Background: an optimization exercise with open tools, aiming at a short achievable clock period and few clock cycles per item. Do not read the settings as production practice. RTL that was checked went through simulation tests only; none was proved equivalent to the original. The flow treats the clock pin as an ideal source. Dropping or thinning the clock tree relies on that and would not hold on a real chip. Power and IR drop assume default switching activity.

==> flow/design.v <==
module mem_responder #(
    parameter int ADDR_BITS = 8,
    parameter int LATENCY   = 2
) (
    input  logic        clk,
    input  logic        reset,
    input  logic        req_valid,
    output logic        req_ready,
    input  logic        req_wr,
    input  logic [31:0] req_addr,
    input  logic [31:0] req_wdata,
    input  logic [3:0]  req_be,
    output logic        resp_valid,
    input  logic        resp_ready,
    output logic [31:0] resp_rdata,
    output logic        resp_err
);
    localparam int WORDS  = 64;
    localparam int QDEPTH = 8;      
    logic [31:0] mem_q [WORDS];
    logic        v0;
    logic        wr0;
    logic [31:0] a0;
    logic [31:0] d0;
    logic [3:0]  be0;
    logic        ready_q;
    logic        acc;
    assign acc = req_valid && ready_q;
    always_ff @(posedge clk) begin
        v0  <= acc && !reset;
        wr0 <= req_wr;
        a0  <= req_addr;
        d0  <= req_wdata;
        be0 <= req_be;
    end
    logic        be_ok0;
    logic        err0;
    always_comb begin
        case (be0)
            4'b0001, 4'b0010, 4'b0100, 4'b1000,
            4'b0011, 4'b1100, 4'b1111: be_ok0 = 1'b1;
            default:                   be_ok0 = 1'b0;
        endcase
        err0 = (a0[31:8] != 24'd0) || !be_ok0;
    end
    logic        v1;
    logic        err1;
    logic [31:0] d1;
    logic [3:0]  web1 [WORDS];    
    logic        rsel1 [WORDS];   
    always_ff @(posedge clk) begin
        v1   <= v0 && !reset;
        err1 <= err0;
        d1   <= d0;
        for (int w = 0; w < WORDS; w++) begin
            web1[w]  <= (v0 && wr0 && !err0 && a0[7:2] == 6'(w)) ? be0 : 4'b0000;
            rsel1[w] <= !wr0 && !err0 && a0[7:2] == 6'(w);
        end
    end
    always_ff @(posedge clk) begin
        for (int w = 0; w < WORDS; w++)
            for (int b = 0; b < 4; b++)
                if (web1[w][b]) mem_q[w][8*b +: 8] <= d1[8*b +: 8];
    end
    logic        v2;
    logic        err2;
    logic [31:0] rda2 [8];
    always_ff @(posedge clk) begin
        v2   <= v1 && !reset;
        err2 <= err1;
        for (int g = 0; g < 8; g++) begin
            logic [31:0] acc_g;
            acc_g = 32'd0;
            for (int k = 0; k < 8; k++)
                acc_g = acc_g | (mem_q[8*g+k] & {32{rsel1[8*g+k]}});
            rda2[g] <= acc_g;
        end
    end
    logic        v3;
    logic        err3;
    logic [31:0] rd3;
    always_ff @(posedge clk) begin
        logic [31:0] acc_r;
        acc_r = 32'd0;
        for (int g = 0; g < 8; g++) acc_r = acc_r | rda2[g];
        v3   <= v2 && !reset;
        err3 <= err2;
        rd3  <= acc_r;
    end
    logic        ov;
    logic [32:0] od;
    logic [32:0] fifo [QDEPTH];
    logic [2:0]  wp, rp;
    logic [3:0]  fcnt;
    logic [3:0]  cnt;           
    logic        take, refill, fnz, push, pop;
    logic [32:0] head;
    logic [3:0]  cnt_d;
    assign take   = ov && resp_ready;
    assign refill = !ov || resp_ready;
    assign fnz    = (fcnt != 4'd0);
    assign pop    = refill && fnz;
    assign push   = v3 && !(refill && !fnz);
    assign head   = fnz ? fifo[rp] : {err3, rd3};
    always_comb begin
        cnt_d = cnt;
        if (acc && !take)      cnt_d = cnt + 4'd1;
        else if (!acc && take) cnt_d = cnt - 4'd1;
    end
    always_ff @(posedge clk) begin
        if (v3) fifo[wp] <= {err3, rd3};
        if (refill) od <= head;
    end
    always_ff @(posedge clk) begin
        if (reset) begin
            ov      <= 1'b0;
            wp      <= 3'd0;
            rp      <= 3'd0;
            fcnt    <= 4'd0;
            cnt     <= 4'd0;
            ready_q <= 1'b1;
        end else begin
            if (refill) ov <= fnz || v3;
            if (push) wp <= wp + 3'd1;
            if (pop)  rp <= rp + 3'd1;
            if (push && !pop)      fcnt <= fcnt + 4'd1;
            else if (pop && !push) fcnt <= fcnt - 4'd1;
            cnt     <= cnt_d;
            ready_q <= (cnt_d < 4'(QDEPTH));
        end
    end
    assign req_ready  = ready_q;
    assign resp_valid = ov;
    assign resp_rdata = od[31:0];
    assign resp_err   = od[32];
endmodule
make LEC_CHECK=0 CAP_MARGIN=20 CORE_MARGIN=2 CORE_UTILIZATION=40 SETUP_SLACK_MARGIN=3 SLEW_MARGIN=20 TNS_END_PERCENT=100 finish   # period 5.0 ns
run.sh (not shown) runs the stock make flow with config.mk's settings and CLKGATE_MAP_FILE= SYNTH_SCRIPT=/design/flow/synth_recipe.tcl, a recipe that flattens the netlist after the stock synthesis.
Next try:
- CORE_UTILIZATION: 40 -> 65
- PLACE_DENSITY: not set -> 0.75
The changed run finished with timing, DRC and antenna clean.
Synthesized cell count does not change.
Setup slack is worse by 0.0061 ns.
Die area is lower by well over a third.
Global-route usage is higher by 13 points.
No run of this note included a check of the RTL's function; only the layout flow was run.


mem_responder, a different RTL version from the one above (not shown whole).
Size in the first run: roughly 5400 cells after synthesis, ~2800 flip-flops, roughly 110 I/O pins, about 97000 µm² of cells after synthesis.
export LEC_CHECK = 0
export CAP_MARGIN = 20
export CORE_MARGIN = 2
export CORE_UTILIZATION = 45
export CTS_CLUSTER_DIAMETER = 100
export CTS_CLUSTER_SIZE = 25
export SETUP_SLACK_MARGIN = 3.05
export SLEW_MARGIN = 20
export TNS_END_PERCENT = 100
create_clock -name core_clock -period 5.0 [get_ports {clk}]
standard.sh (not shown) runs the stock make flow with config.mk's settings and CLKGATE_MAP_FILE= SYNTH_SCRIPT=/design/flow/synth_recipe.tcl, a recipe that flattens the netlist after the stock synthesis.
==> flow/flow/run.sh <==
#!/bin/bash
# Own flow: the standard layout (standard.sh), with one change after clock
# tree synthesis (flow/post_cts_hook.tcl, flow/post_cts.tcl): the leaf buffers
# that ORFS's CTS made (each driving a cluster of flip-flop clock pins) are
# kept, and the levels above them are rebuilt as 12 inverters, each at the
# centre of a group of nearby leaf buffers, driven by 4 inverters that the
# clock port drives. Every register's clock passes through the same three
# levels.
set -euo pipefail
W=$(pwd)
export POST_CTS_TCL="$W/flow/post_cts_hook.tcl"
bash "$W/standard.sh" > "$W/standard.log" 2>&1
==> flow/flow/post_cts.tcl <==

proc pc_center {inst} {
  set b [$inst getBBox]
  return [list [expr {([$b xMin] + [$b xMax]) / 2.0}] [expr {([$b yMin] + [$b yMax]) / 2.0}]]
}

# k-means on points {x y}; returns {assignment centres_x centres_y}
proc pc_kmeans {pts k iters} {
  set n [llength $pts]
  set k [expr {min($k, $n)}]
  # start from k points spread through the list sorted by angle around the centre
  set mx 0.0; set my 0.0
  foreach p $pts { set mx [expr {$mx + [lindex $p 0]}]; set my [expr {$my + [lindex $p 1]}] }
  set mx [expr {$mx / $n}]; set my [expr {$my / $n}]
  set keyed {}
  set i 0
  foreach p $pts {
    lappend keyed [list [expr {atan2([lindex $p 1] - $my, [lindex $p 0] - $mx)}] $i]
    incr i
  }
  set keyed [lsort -real -index 0 $keyed]
  set cx {}; set cy {}
  for {set c 0} {$c < $k} {incr c} {
    set idx [lindex $keyed [expr {int(($c + 0.5) * $n / $k)}] 1]
    lappend cx [expr {($mx + [lindex $pts $idx 0]) / 2.0}]
    lappend cy [expr {($my + [lindex $pts $idx 1]) / 2.0}]
  }
  for {set it 0} {$it < $iters} {incr it} {
    set asg {}
    foreach p $pts {
      lassign $p x y
      set best 0; set bd 1e30
      for {set c 0} {$c < $k} {incr c} {
        set dx [expr {$x - [lindex $cx $c]}]; set dy [expr {$y - [lindex $cy $c]}]
        set d [expr {$dx * $dx + $dy * $dy}]
        if {$d < $bd} { set bd $d; set best $c }
      }
      lappend asg $best
    }
    set sx [lrepeat $k 0.0]; set sy [lrepeat $k 0.0]; set sn [lrepeat $k 0]
    foreach p $pts a $asg {
      lset sx $a [expr {[lindex $sx $a] + [lindex $p 0]}]
      lset sy $a [expr {[lindex $sy $a] + [lindex $p 1]}]
      lset sn $a [expr {[lindex $sn $a] + 1}]
    }
    for {set c 0} {$c < $k} {incr c} {
      if {[lindex $sn $c] > 0} {
        lset cx $c [expr {[lindex $sx $c] / [lindex $sn $c]}]
        lset cy $c [expr {[lindex $sy $c] / [lindex $sn $c]}]
      }
    }
  }
  return [list $asg $cx $cy]
}

proc pc_out_net {inst} {
  foreach it [$inst getITerms] {
    if {[$it getIoType] eq "OUTPUT" && [$it getNet] ne "NULL"} { return [$it getNet] }
  }
  return ""
}

proc pc_in_term {inst} {
  foreach it [$inst getITerms] {
    if {[$it getIoType] eq "INPUT" && [[$it getMTerm] getSigType] ni {POWER GROUND}} { return $it }
  }
  error "no input on [$inst getName]"
}

proc my_rebuild_clock_top {leafcell levels} {
  set db [ord::get_db]
  set block [ord::get_db_block]
  set rnet [[$block findBTerm clk] getNet]
  # Walk the tree from the port
  set cells {}
  set todo [list $rnet]
  while {[llength $todo]} {
    set net [lindex $todo 0]; set todo [lrange $todo 1 end]
    foreach it [$net getITerms] {
      if {[$it getIoType] ne "INPUT"} continue
      set inst [$it getInst]
      if {[[$inst getMaster] isSequential]} continue
      lappend cells $inst
      set o [pc_out_net $inst]
      if {$o ne ""} { lappend todo $o }
    }
  }
  set leaves {}
  set others {}
  foreach inst $cells {
    set o [pc_out_net $inst]
    set isleaf 0
    if {$o ne ""} {
      foreach it [$o getITerms] {
        if {[$it getIoType] eq "INPUT" && [[[$it getInst] getMaster] isSequential]} { set isleaf 1; break }
      }
    }
    if {$isleaf} { lappend leaves $inst } else { lappend others $inst }
  }
  # A leaf whose net also feeds other tree cells would lose them: keep the tree then
  foreach inst $leaves {
    foreach it [[pc_out_net $inst] getITerms] {
      if {[$it getIoType] eq "INPUT" && ![[[$it getInst] getMaster] isSequential]} {
        if {[lsearch -exact $others [$it getInst]] >= 0 && [pc_out_net [$it getInst]] ne ""} {
          puts "post_cts: leaf [$inst getName] also drives tree cells, tree kept"
          return 0
        }
      }
    }
  }
  puts "post_cts: [llength $leaves] leaf buffers kept, [llength $others] upper tree cells removed"
  foreach inst $leaves { [pc_in_term $inst] disconnect }
  set dead {}
  foreach inst $others {
    set o [pc_out_net $inst]
    if {$o ne ""} { lappend dead $o }
    odb::dbInst_destroy $inst
  }
  foreach net $dead { odb::dbNet_destroy $net }
  if {$leafcell ne ""} {
    set lm [$db findMaster $leafcell]
    set new {}
    foreach inst $leaves { lappend new [pc_replace_cell $inst $lm] }
    set leaves $new
  }
  # Build the levels above the leaves, bottom up; the last level is driven by the port
  set nodes $leaves
  set lv 0
  foreach level $levels {
    lassign $level n cell
    set pts {}
    foreach inst $nodes { lappend pts [pc_center $inst] }
    lassign [pc_kmeans $pts $n 30] asg gx gy
    set m [$db findMaster $cell]
    set nets {}
    set made {}
    set sizes {}
    for {set g 0} {$g < [llength $gx]} {incr g} {
      set inst [odb::dbInst_create $block $m "clkbuf_top${lv}_$g"]
      set net [odb::dbNet_create $block "clknet_top${lv}_$g"]
      $net setSigType CLOCK
      set w [$m getWidth]; set h [$m getHeight]
      $inst setLocation [expr {int([lindex $gx $g] - $w / 2)}] [expr {int([lindex $gy $g] - $h / 2)}]
      $inst setPlacementStatus PLACED
      foreach it [$inst getITerms] {
        if {[[$it getMTerm] getSigType] in {POWER GROUND}} continue
        if {[$it getIoType] eq "OUTPUT"} { $it connect $net }
      }
      lappend nets $net
      lappend made $inst
      lappend sizes 0
    }
    foreach inst $nodes a $asg {
      [pc_in_term $inst] connect [lindex $nets $a]
      lset sizes $a [expr {[lindex $sizes $a] + 1}]
    }
    puts "post_cts: level $lv: [llength $made] x $cell, fanout $sizes"
    set nodes $made
    incr lv
  }
  foreach inst $nodes { [pc_in_term $inst] connect $rnet }
  puts "post_cts: port drives [llength $nodes] cells"
  return 1
}

# Replace a one-input, one-output cell by another of a different master
proc pc_replace_cell {inst master} {
  set block [ord::get_db_block]
  set name [$inst getName]
  set loc [$inst getLocation]
  set in [[pc_in_term $inst] getNet]
  set out [pc_out_net $inst]
  odb::dbInst_destroy $inst
  set new [odb::dbInst_create $block $master "${name}_r"]
  $new setLocation {*}$loc
  $new setPlacementStatus PLACED
  foreach it [$new getITerms] {
    if {[[$it getMTerm] getSigType] in {POWER GROUND}} continue
    if {[$it getIoType] eq "OUTPUT"} { $it connect $out }
    if {[$it getIoType] eq "INPUT" && $in ne "NULL"} { $it connect $in }
  }
  return $new
}
Other scripts of this flow, unchanged in this note and not shown: flow/flow/post_cts_hook.tcl
Testbench counts at the start, summed over its fixed seeds: cycles 4,824, items 4,800.
Rerun with:
--- a/flow/config.mk
+++ b/flow/config.mk
@@ -12,3 +12,3 @@
 export CTS_CLUSTER_SIZE = 25
-export SETUP_SLACK_MARGIN = 3.05
+export SETUP_SLACK_MARGIN = 3
 export SLEW_MARGIN = 20
Effect: Final cell count stays flat. Power is lower by 0.39%. Design area barely changes. Setup slack degrades by 0.034 ns.
Rerun with:
--- a/flow/flow/post_cts.tcl
+++ b/flow/flow/post_cts.tcl
@@ -38,2 +38,42 @@
       lappend asg $best
+    }
+    set sx [lrepeat $k 0.0]; set sy [lrepeat $k 0.0]; set sn [lrepeat $k 0]
+    foreach p $pts a $asg {
+      lset sx $a [expr {[lindex $sx $a] + [lindex $p 0]}]
+      lset sy $a [expr {[lindex $sy $a] + [lindex $p 1]}]
+      lset sn $a [expr {[lindex $sn $a] + 1}]
+    }
+    for {set c 0} {$c < $k} {incr c} {
+      if {[lindex $sn $c] > 0} {
+        lset cx $c [expr {[lindex $sx $c] / [lindex $sn $c]}]
+        lset cy $c [expr {[lindex $sy $c] / [lindex $sn $c]}]
+      }
+    }
+  }
+  return [list $asg $cx $cy]
+}
+
+# Balance a clustering: reassign points greedily by distance to the centres,
+# at most cap points per centre, then move the centres; a few rounds.
+proc pc_balance {pts cx cy cap rounds} {
+  set k [llength $cx]
+  for {set r 0} {$r < $rounds} {incr r} {
+    set pairs {}
+    set i 0
+    foreach p $pts {
+      lassign $p x y
+      for {set c 0} {$c < $k} {incr c} {
+        set dx [expr {$x - [lindex $cx $c]}]; set dy [expr {$y - [lindex $cy $c]}]
+        lappend pairs [list [expr {$dx * $dx + $dy * $dy}] $i $c]
+      }
+      incr i
+    }
+    set pairs [lsort -real -index 0 $pairs]
+    set asg [lrepeat [llength $pts] -1]
+    set used [lrepeat $k 0]
+    foreach pr $pairs {
+      lassign $pr d i c
+      if {[lindex $asg $i] >= 0 || [lindex $used $c] >= $cap} continue
+      lset asg $i $c
+      lset used $c [expr {[lindex $used $c] + 1}]
     }
@@ -133,2 +173,4 @@
     lassign [pc_kmeans $pts $n 30] asg gx gy
+    set cap [expr {int(ceil(double([llength $pts]) / [llength $gx]))}]
+    lassign [pc_balance $pts $gx $gy $cap 5] asg gx gy
     set m [$db findMaster $cell]
--- a/flow/config.mk
+++ b/flow/config.mk
@@ -12,3 +12,3 @@
 export CTS_CLUSTER_SIZE = 25
-export SETUP_SLACK_MARGIN = 3
+export SETUP_SLACK_MARGIN = 3.2
 export SLEW_MARGIN = 20
The changed run produced a clean layout; clock skew is lower by 0.026 ns; power is higher by 0.55%; final area is higher by 1.0%; via count rises by 0.93%.
Rerun with:
--- a/flow/flow/post_cts.tcl
+++ b/flow/flow/post_cts.tcl
@@ -38,42 +38,2 @@
       lappend asg $best
-    }
-    set sx [lrepeat $k 0.0]; set sy [lrepeat $k 0.0]; set sn [lrepeat $k 0]
-    foreach p $pts a $asg {
-      lset sx $a [expr {[lindex $sx $a] + [lindex $p 0]}]
-      lset sy $a [expr {[lindex $sy $a] + [lindex $p 1]}]
-      lset sn $a [expr {[lindex $sn $a] + 1}]
-    }
-    for {set c 0} {$c < $k} {incr c} {
-      if {[lindex $sn $c] > 0} {
-        lset cx $c [expr {[lindex $sx $c] / [lindex $sn $c]}]
-        lset cy $c [expr {[lindex $sy $c] / [lindex $sn $c]}]
-      }
-    }
-  }
-  return [list $asg $cx $cy]
-}
-
-# Balance a clustering: reassign points greedily by distance to the centres,
-# at most cap points per centre, then move the centres; a few rounds.
-proc pc_balance {pts cx cy cap rounds} {
-  set k [llength $cx]
-  for {set r 0} {$r < $rounds} {incr r} {
-    set pairs {}
-    set i 0
-    foreach p $pts {
-      lassign $p x y
-      for {set c 0} {$c < $k} {incr c} {
-        set dx [expr {$x - [lindex $cx $c]}]; set dy [expr {$y - [lindex $cy $c]}]
-        lappend pairs [list [expr {$dx * $dx + $dy * $dy}] $i $c]
-      }
-      incr i
-    }
-    set pairs [lsort -real -index 0 $pairs]
-    set asg [lrepeat [llength $pts] -1]
-    set used [lrepeat $k 0]
-    foreach pr $pairs {
-      lassign $pr d i c
-      if {[lindex $asg $i] >= 0 || [lindex $used $c] >= $cap} continue
-      lset asg $i $c
-      lset used $c [expr {[lindex $used $c] + 1}]
     }
@@ -173,4 +133,2 @@
     lassign [pc_kmeans $pts $n 30] asg gx gy
-    set cap [expr {int(ceil(double([llength $pts]) / [llength $gx]))}]
-    lassign [pc_balance $pts $gx $gy $cap 5] asg gx gy
     set m [$db findMaster $cell]
--- a/flow/config.mk
+++ b/flow/config.mk
@@ -12,3 +12,3 @@
 export CTS_CLUSTER_SIZE = 25
-export SETUP_SLACK_MARGIN = 3.2
+export SETUP_SLACK_MARGIN = 2.95
 export SLEW_MARGIN = 20
The new run produced a clean layout.
Combinational power went down by about 10%.
Die area does not change.
Power is lower by 0.68%.
Worst hold slack got worse by 0.023 ns.
Utilization decreases by 0.62 points.
Worst setup slack degrades by 0.23 ns.
Final area is lower by 1.2%.
Area after synthesis does not change.

[separate check: timing with driven ports]
How much do the figures lean on ideal ports? The routed layouts below were timed once more, with nothing changed but the port constraints.
Step 1 sets driving cells, clkbuf_16 on the clock port and buf_2 on the other inputs (assumed; they add their load-dependent delay and slew).
Step 2 also shifts input and output timing later by t, the mid clock arrival at the registers, as if the neighbouring blocks saw the same clock.
Slacks: ideal ports / drivers / drivers and shift; pairs: ideal ports / drivers.
| run | shift t [ns] | slack for setup (ns) | hold WS [ns] | latest minus earliest clock arrival (ns) | slew at the worst register clock pin (ns) |
|---|---|---|---|---|---|
| the first run of note 1 | 0.989 | 2.480 / 2.391 / 1.964 | 0.324 / 0.324 / 0.324 | 0.085 / 0.086 | 0.07 / 0.07 |
| the second run of note 1 | 0.981 | 2.474 / 2.397 / 1.706 | 0.318 / 0.318 / 0.318 | 0.063 / 0.062 | 0.08 / 0.08 |
| the first run of note 2 | 0.730 | 3.003 / 2.756 / 2.474 | 0.339 / 0.339 / 0.339 | 0.111 / 0.111 | 0.10 / 0.10 |
| the second run of note 2 | 0.722 | 2.968 / 2.751 / 2.506 | 0.339 / 0.339 / 0.339 | 0.109 / 0.110 | 0.10 / 0.10 |
| the third run of note 2 | 0.732 | 3.101 / 2.780 / 2.618 | 0.344 / 0.344 / 0.344 | 0.063 / 0.063 | 0.10 / 0.10 |
| the fourth run of note 2 | 0.739 | 2.872 / 2.740 / 2.403 | 0.321 / 0.321 / 0.321 | 0.120 / 0.137 | 0.10 / 0.10 |
After both steps setup and hold are still met in every run listed. For the second run of note 1, which loses most, drivers alone change the setup slack by -0.077 ns; drivers and shift together by -0.768 ns.
